Context: an optimization exercise on an open-source flow, tuned for small area, a short achievable clock period and few clock cycles. The choices shown serve that exercise and are no tape-out recipe.
In this exercise RTL edits were held to simulation tests only and were not proved equivalent to the original.
No activity file was given, so power comes from the tool's default toggle rates.

==> flow/design.v <==
package mbd_pkg;
	localparam int BUTTON_COUNT = 9;
	localparam int PIN_W        = 9;
	localparam int NOW_W        = 32;
	localparam int DELAY_W      = 16;
	localparam int IDX_W        = 4;
	localparam int S_TDATA_W    = 48;
	localparam int M_TDATA_W    = 8;
	localparam int PADDR_W      = 1;
	localparam int PDATA_W      = 32;
	localparam logic [PADDR_W-1:0] REG_DEBOUNCE_MS = 1'b0;
	localparam logic [DELAY_W-1:0] DEBOUNCE_RESET  = 16'd50;
	typedef struct packed {
		logic             ev;
		logic [IDX_W-1:0] idx;
		logic             pressed;
	} evt_rec_t;
endpackage
module mbd_cell (
	input  logic                        clk,
	input  logic                        arst_n,
	input  logic                        load,
	input  logic                        sample,
	input  logic [mbd_pkg::NOW_W-1:0]   now_ms,
	input  logic                        eval,
	input  logic                        sample_q,
	input  logic [mbd_pkg::NOW_W-1:0]   now_q,
	input  logic [mbd_pkg::NOW_W/2-1:0] nm1_hi,
	input  logic [mbd_pkg::NOW_W/2-1:0] lo_lo,
	input  logic                        lo_borrow,
	output logic                        fire,
	output logic                        held
);
	logic [mbd_pkg::NOW_W-1:0] since_q;
	logic                      prev_q;
	logic                      held_q;
	always_ff @(posedge clk) begin
		if (load && sample != prev_q) begin
			since_q <= now_ms;
		end
	end
	always_ff @(posedge clk or negedge arst_n) begin
		if (!arst_n) begin
			prev_q <= 1'b0;
		end else if (load) begin
			prev_q <= sample;
		end
	end
	function automatic logic less16(input logic [15:0] a, input logic [15:0] b);
		logic [15:0] g, l;
		g = a & ~b;
		l = ~a & b;
		for (int s = 1; s < 16; s = s * 2) begin
			for (int i = 0; i + s < 16; i = i + 2 * s) begin
				l[i] = l[i+s] | (~g[i+s] & l[i]);
				g[i] = g[i+s] | (~l[i+s] & g[i]);
			end
		end
		less16 = l[0];
	endfunction
	logic eq_nm1, eq_now, ge_lo, le_now, in_win;
	assign eq_nm1 = since_q[31:16] == nm1_hi;
	assign eq_now = since_q[31:16] == now_q[31:16];
	assign ge_lo  = !less16(since_q[15:0], lo_lo);
	assign le_now = !less16(now_q[15:0], since_q[15:0]);
	assign in_win = !lo_borrow ? (eq_now && ge_lo && le_now)
		: ((eq_nm1 && ge_lo) || (eq_now && le_now));
	assign fire   = !in_win && (sample_q != held_q);
	always_ff @(posedge clk or negedge arst_n) begin
		if (!arst_n) begin
			held_q <= 1'b0;
		end else if (eval && fire) begin
			held_q <= sample_q;
		end
	end
	assign held = held_q;
endmodule
module multi_button_debouncer_unit (
	input  logic                          clk,
	input  logic                          arst_n,
	input  logic [mbd_pkg::S_TDATA_W-1:0] s_tdata,
	input  logic                          s_tvalid,
	output logic                          s_tready,
	output logic [mbd_pkg::M_TDATA_W-1:0] m_tdata,
	output logic                          m_tlast,
	output logic                          m_tvalid,
	input  logic                          m_tready,
	input  logic                          psel,
	input  logic                          penable,
	input  logic                          pwrite,
	input  logic [mbd_pkg::PADDR_W-1:0]   paddr,
	input  logic [mbd_pkg::PDATA_W-1:0]   pwdata,
	output logic [mbd_pkg::PDATA_W-1:0]   prdata,
	output logic                          pready
);
	localparam int N = mbd_pkg::BUTTON_COUNT;
	logic [mbd_pkg::DELAY_W-1:0] debounce_q;
	logic [mbd_pkg::PADDR_W-1:0] paddr_q;
	assign pready = 1'b1;
	always_ff @(posedge clk or negedge arst_n) begin
		if (!arst_n) begin
			debounce_q <= mbd_pkg::DEBOUNCE_RESET;
		end else if (psel && penable && pwrite && paddr == mbd_pkg::REG_DEBOUNCE_MS) begin
			debounce_q <= pwdata[mbd_pkg::DELAY_W-1:0];
		end
	end
	always_ff @(posedge clk) begin
		paddr_q <= paddr;
	end
	assign prdata = {{(mbd_pkg::PDATA_W-mbd_pkg::DELAY_W){1'b0}},
		debounce_q & {mbd_pkg::DELAY_W{paddr_q == mbd_pkg::REG_DEBOUNCE_MS}}};
	function automatic logic [16:0] sub16(input logic [15:0] a, input logic [15:0] b);
		logic [15:0] p, g, c;
		p = ~(a ^ b);
		g = a & ~b;
		g[0] = g[0] | p[0];
		for (int s = 1; s < 16; s = s * 2) begin
			for (int i = 0; i < 16; i++) begin
				if ((i / s) % 2 == 1) begin
					g[i] = g[i] | (p[i] & g[(i / s) * s - 1]);
					p[i] = p[i] & p[(i / s) * s - 1];
				end
			end
		end
		c = {g[14:0], 1'b1};
		sub16 = {~g[15], (~(a ^ b)) ^ c};
	endfunction
	function automatic logic [15:0] dec16(input logic [15:0] a);
		logic [15:0] z;
		z = ~a;
		for (int s = 1; s < 16; s = s * 2) begin
			for (int i = 0; i < 16; i++) begin
				if ((i / s) % 2 == 1) begin
					z[i] = z[i] & z[(i / s) * s - 1];
				end
			end
		end
		dec16 = a ^ {z[14:0], 1'b1};
	endfunction
	logic [N-1:0]                pins_n;
	logic [mbd_pkg::NOW_W-1:0]   now_ms;
	logic                        load;
	logic                        eval;
	logic                        v1_q;
	logic [N-1:0]                smp_q;
	logic [mbd_pkg::NOW_W-1:0]   now_q;
	logic [15:0]                 lo_lo_q;
	logic                        borrow_q;
	logic [15:0]                 nm1_q;
	logic [15:0]                 lo_lo;
	logic                        lo_borrow;
	logic [N-1:0]                a_q, b_q;
	logic [N-1:0]                a_pr_q;
	logic                        b_busy_q;
	logic [N-1:0]                fire;
	logic [N-1:0]                held;
	assign pins_n   = ~s_tdata[N-1:0];
	assign now_ms   = s_tdata[mbd_pkg::PIN_W +: mbd_pkg::NOW_W];
	assign s_tready = !v1_q || !b_busy_q;
	assign load     = s_tvalid && s_tready;
	assign eval     = v1_q && !b_busy_q;
	assign {lo_borrow, lo_lo} = sub16(now_ms[15:0], debounce_q);
	always_ff @(posedge clk or negedge arst_n) begin
		if (!arst_n) begin
			v1_q <= 1'b0;
		end else if (load) begin
			v1_q <= 1'b1;
		end else if (eval) begin
			v1_q <= 1'b0;
		end
	end
	always_ff @(posedge clk) begin
		if (load) begin
			smp_q <= pins_n;
			now_q <= now_ms;
			lo_lo_q  <= lo_lo;
			borrow_q <= lo_borrow;
			nm1_q    <= dec16(now_ms[31:16]);
		end
	end
	for (genvar k = 0; k < N; k++) begin : g_cell
		mbd_cell u_cell (
			.clk         (clk),
			.arst_n      (arst_n),
			.load        (load),
			.sample      (pins_n[k]),
			.now_ms      (now_ms),
			.eval        (eval),
			.sample_q    (smp_q[k]),
			.now_q       (now_q),
			.nm1_hi      (nm1_q),
			.lo_lo       (lo_lo_q),
			.lo_borrow   (borrow_q),
			.fire        (fire[k]),
			.held        (held[k])
		);
	end
	logic                        o_valid_q;
	logic [mbd_pkg::IDX_W-1:0]   o_idx_q;
	logic                        o_pr_q;
	logic                        o_last_q;
	logic                        o_free;
	logic [N-1:0]                a_low;
	logic [N-1:0]                a_rest;
	logic [N-1:0]                a_left;
	logic                        a_done;
	logic [mbd_pkg::IDX_W-1:0]   a_idx;
	assign o_free = !o_valid_q || m_tready;
	assign a_low  = a_q & (~a_q + 1'b1);
	assign a_rest = a_q & ~a_low;
	assign a_left = o_free ? a_rest : a_q;
	assign a_done = o_free ? (a_rest == '0) : (a_q == '0);
	always_comb begin
		a_idx = '0;
		for (int k = N-1; k >= 0; k--) begin
			if (a_q[k]) begin
				a_idx = mbd_pkg::IDX_W'(k);
			end
		end
	end
	always_ff @(posedge clk or negedge arst_n) begin
		if (!arst_n) begin
			a_q       <= '0;
			b_q       <= '0;
			b_busy_q  <= 1'b0;
			o_valid_q <= 1'b0;
		end else begin
			if (o_free) begin
				o_valid_q <= |a_q;
			end
			if (a_done) begin
				if (b_busy_q) begin
					a_q <= b_q;
				end else begin
					a_q <= eval ? fire : '0;
				end
				b_q      <= '0;
				b_busy_q <= 1'b0;
			end else begin
				a_q <= a_left;
				if (eval) begin
					b_q      <= fire;
					b_busy_q <= |fire;
				end
			end
		end
	end
	always_ff @(posedge clk) begin
		if (a_done) begin
			a_pr_q <= b_busy_q ? held : smp_q;
		end
	end
	always_ff @(posedge clk) begin
		if (o_free && a_q != '0) begin
			o_idx_q  <= a_idx;
			o_pr_q   <= a_pr_q[a_idx];
			o_last_q <= a_rest == '0;
		end
	end
	assign m_tvalid = o_valid_q;
	assign m_tlast  = o_last_q;
	assign m_tdata  = {{(mbd_pkg::M_TDATA_W-mbd_pkg::IDX_W-1){1'b0}}, o_pr_q, o_idx_q};
endmodule
export LEC_CHECK = 0
export CAP_MARGIN = 20
export CORE_MARGIN = 2
export CORE_UTILIZATION = 40
export SETUP_SLACK_MARGIN = 5.0
export SLEW_MARGIN = 20
create_clock -name core_clock -period 8.0 [get_ports {clk}]
run.sh (not shown) runs the stock make flow with config.mk's settings and CLKGATE_MAP_FILE= SYNTH_SCRIPT=/design/flow/synth_recipe.tcl, a recipe that flattens the netlist after the stock synthesis.
Testbench counts at the start, summed over its fixed seeds: cycles 20,149.
==> next run, changes <==
--- a/flow/design.v
+++ b/flow/design.v
@@ -142,26 +142,27 @@
 	logic                        load;
 	logic                        eval;
 	logic                        v1_q;
 	logic [N-1:0]                smp_q;
 	logic [mbd_pkg::NOW_W-1:0]   now_q;
-	logic [15:0]                 lo_lo_q;
-	logic                        borrow_q;
-	logic [15:0]                 nm1_q;
+	logic [mbd_pkg::DELAY_W-1:0] deb_q;
 	logic [15:0]                 lo_lo;
+	logic [15:0]                 nm1_hi;
 	logic                        lo_borrow;
 	logic [N-1:0]                a_q, b_q;
 	logic [N-1:0]                a_pr_q;
-	logic                        b_busy_q;
+	logic                        b_busy;
 	logic [N-1:0]                fire;
 	logic [N-1:0]                held;
 	assign pins_n   = ~s_tdata[N-1:0];
 	assign now_ms   = s_tdata[mbd_pkg::PIN_W +: mbd_pkg::NOW_W];
-	assign s_tready = !v1_q || !b_busy_q;
+	assign b_busy   = |b_q;
+	assign s_tready = !v1_q || !b_busy;
 	assign load     = s_tvalid && s_tready;
-	assign eval     = v1_q && !b_busy_q;
-	assign {lo_borrow, lo_lo} = sub16(now_ms[15:0], debounce_q);
+	assign eval     = v1_q && !b_busy;
+	assign {lo_borrow, lo_lo} = sub16(now_q[15:0], deb_q);
+	assign nm1_hi             = dec16(now_q[31:16]);
 	always_ff @(posedge clk or negedge arst_n) begin
 		if (!arst_n) begin
 			v1_q <= 1'b0;
 		end else if (load) begin
 			v1_q <= 1'b1;
@@ -171,13 +172,11 @@
 	end
 	always_ff @(posedge clk) begin
 		if (load) begin
 			smp_q <= pins_n;
 			now_q <= now_ms;
-			lo_lo_q  <= lo_lo;
-			borrow_q <= lo_borrow;
-			nm1_q    <= dec16(now_ms[31:16]);
+			deb_q <= debounce_q;
 		end
 	end
 	for (genvar k = 0; k < N; k++) begin : g_cell
 		mbd_cell u_cell (
 			.clk         (clk),
@@ -186,13 +185,13 @@
 			.sample      (pins_n[k]),
 			.now_ms      (now_ms),
 			.eval        (eval),
 			.sample_q    (smp_q[k]),
 			.now_q       (now_q),
-			.nm1_hi      (nm1_q),
-			.lo_lo       (lo_lo_q),
-			.lo_borrow   (borrow_q),
+			.nm1_hi      (nm1_hi),
+			.lo_lo       (lo_lo),
+			.lo_borrow   (lo_borrow),
 			.fire        (fire[k]),
 			.held        (held[k])
 		);
 	end
 	logic                        o_valid_q;
@@ -201,17 +200,15 @@
 	logic                        o_last_q;
 	logic                        o_free;
 	logic [N-1:0]                a_low;
 	logic [N-1:0]                a_rest;
 	logic [N-1:0]                a_left;
-	logic                        a_done;
 	logic [mbd_pkg::IDX_W-1:0]   a_idx;
 	assign o_free = !o_valid_q || m_tready;
 	assign a_low  = a_q & (~a_q + 1'b1);
 	assign a_rest = a_q & ~a_low;
 	assign a_left = o_free ? a_rest : a_q;
-	assign a_done = o_free ? (a_rest == '0) : (a_q == '0);
 	always_comb begin
 		a_idx = '0;
 		for (int k = N-1; k >= 0; k--) begin
 			if (a_q[k]) begin
 				a_idx = mbd_pkg::IDX_W'(k);
@@ -220,36 +217,33 @@
 	end
 	always_ff @(posedge clk or negedge arst_n) begin
 		if (!arst_n) begin
 			a_q       <= '0;
 			b_q       <= '0;
-			b_busy_q  <= 1'b0;
 			o_valid_q <= 1'b0;
 		end else begin
 			if (o_free) begin
 				o_valid_q <= |a_q;
 			end
-			if (a_done) begin
-				if (b_busy_q) begin
+			if (a_left == '0) begin
+				if (b_busy) begin
 					a_q <= b_q;
+					b_q <= '0;
 				end else begin
 					a_q <= eval ? fire : '0;
 				end
-				b_q      <= '0;
-				b_busy_q <= 1'b0;
 			end else begin
 				a_q <= a_left;
 				if (eval) begin
-					b_q      <= fire;
-					b_busy_q <= |fire;
-				end
-			end
-		end
-	end
-	always_ff @(posedge clk) begin
-		if (a_done) begin
-			a_pr_q <= b_busy_q ? held : smp_q;
+					b_q <= fire;
+				end
+			end
+		end
+	end
+	always_ff @(posedge clk) begin
+		if (a_left == '0) begin
+			a_pr_q <= b_busy ? held : smp_q;
 		end
 	end
 	always_ff @(posedge clk) begin
 		if (o_free && a_q != '0) begin
 			o_idx_q  <= a_idx;
What happened:
- The changed run completed without violations
- wire length came out lower by 3.0%
- area after synthesis drops by 1.2%
- worst setup slack gets worse by 1400 ps
- via count hardly moves
- total power increases by 21%
- final area drops by 5.8%
- non-clock buffer count came out lower by 112
Testbench counts after the change, summed over its fixed seeds: cycles 20,149.

==> separate check: timing with driven ports <==
The flow's constraints put no driver on any port. The routed layouts listed below were extracted and timed again, unchanged, in two steps. Step 1 assumes that a clkbuf_16 drives the clock port and a buf_2 every other input. Step 2, shift: input delay + t, output delay - t, t = (earliest + latest rising clock arrival at the registers) / 2. This alone moves slack from input paths to output paths. a / b / c = ideal ports / drivers / drivers and shift; a / b = the first two.
run | shift t [ns] | setup WS [ns] | hold WS [ns] | worst setup path at the end | worst slew at a driven data input, ns
the first run | 0.670 | 4.716 / 4.752 / 4.083 | 0.503 / 0.503 / 0.503 | input to register | 0.06
the second run | 0.631 | 3.307 / 3.307 / 3.307 | 0.463 / 0.463 / 0.463 | register to register | 0.08
After both steps setup and hold are still met in every run listed. The setup slack of the first run, which loses most, moves by +0.036 ns with the drivers and by -0.633 ns with both steps.
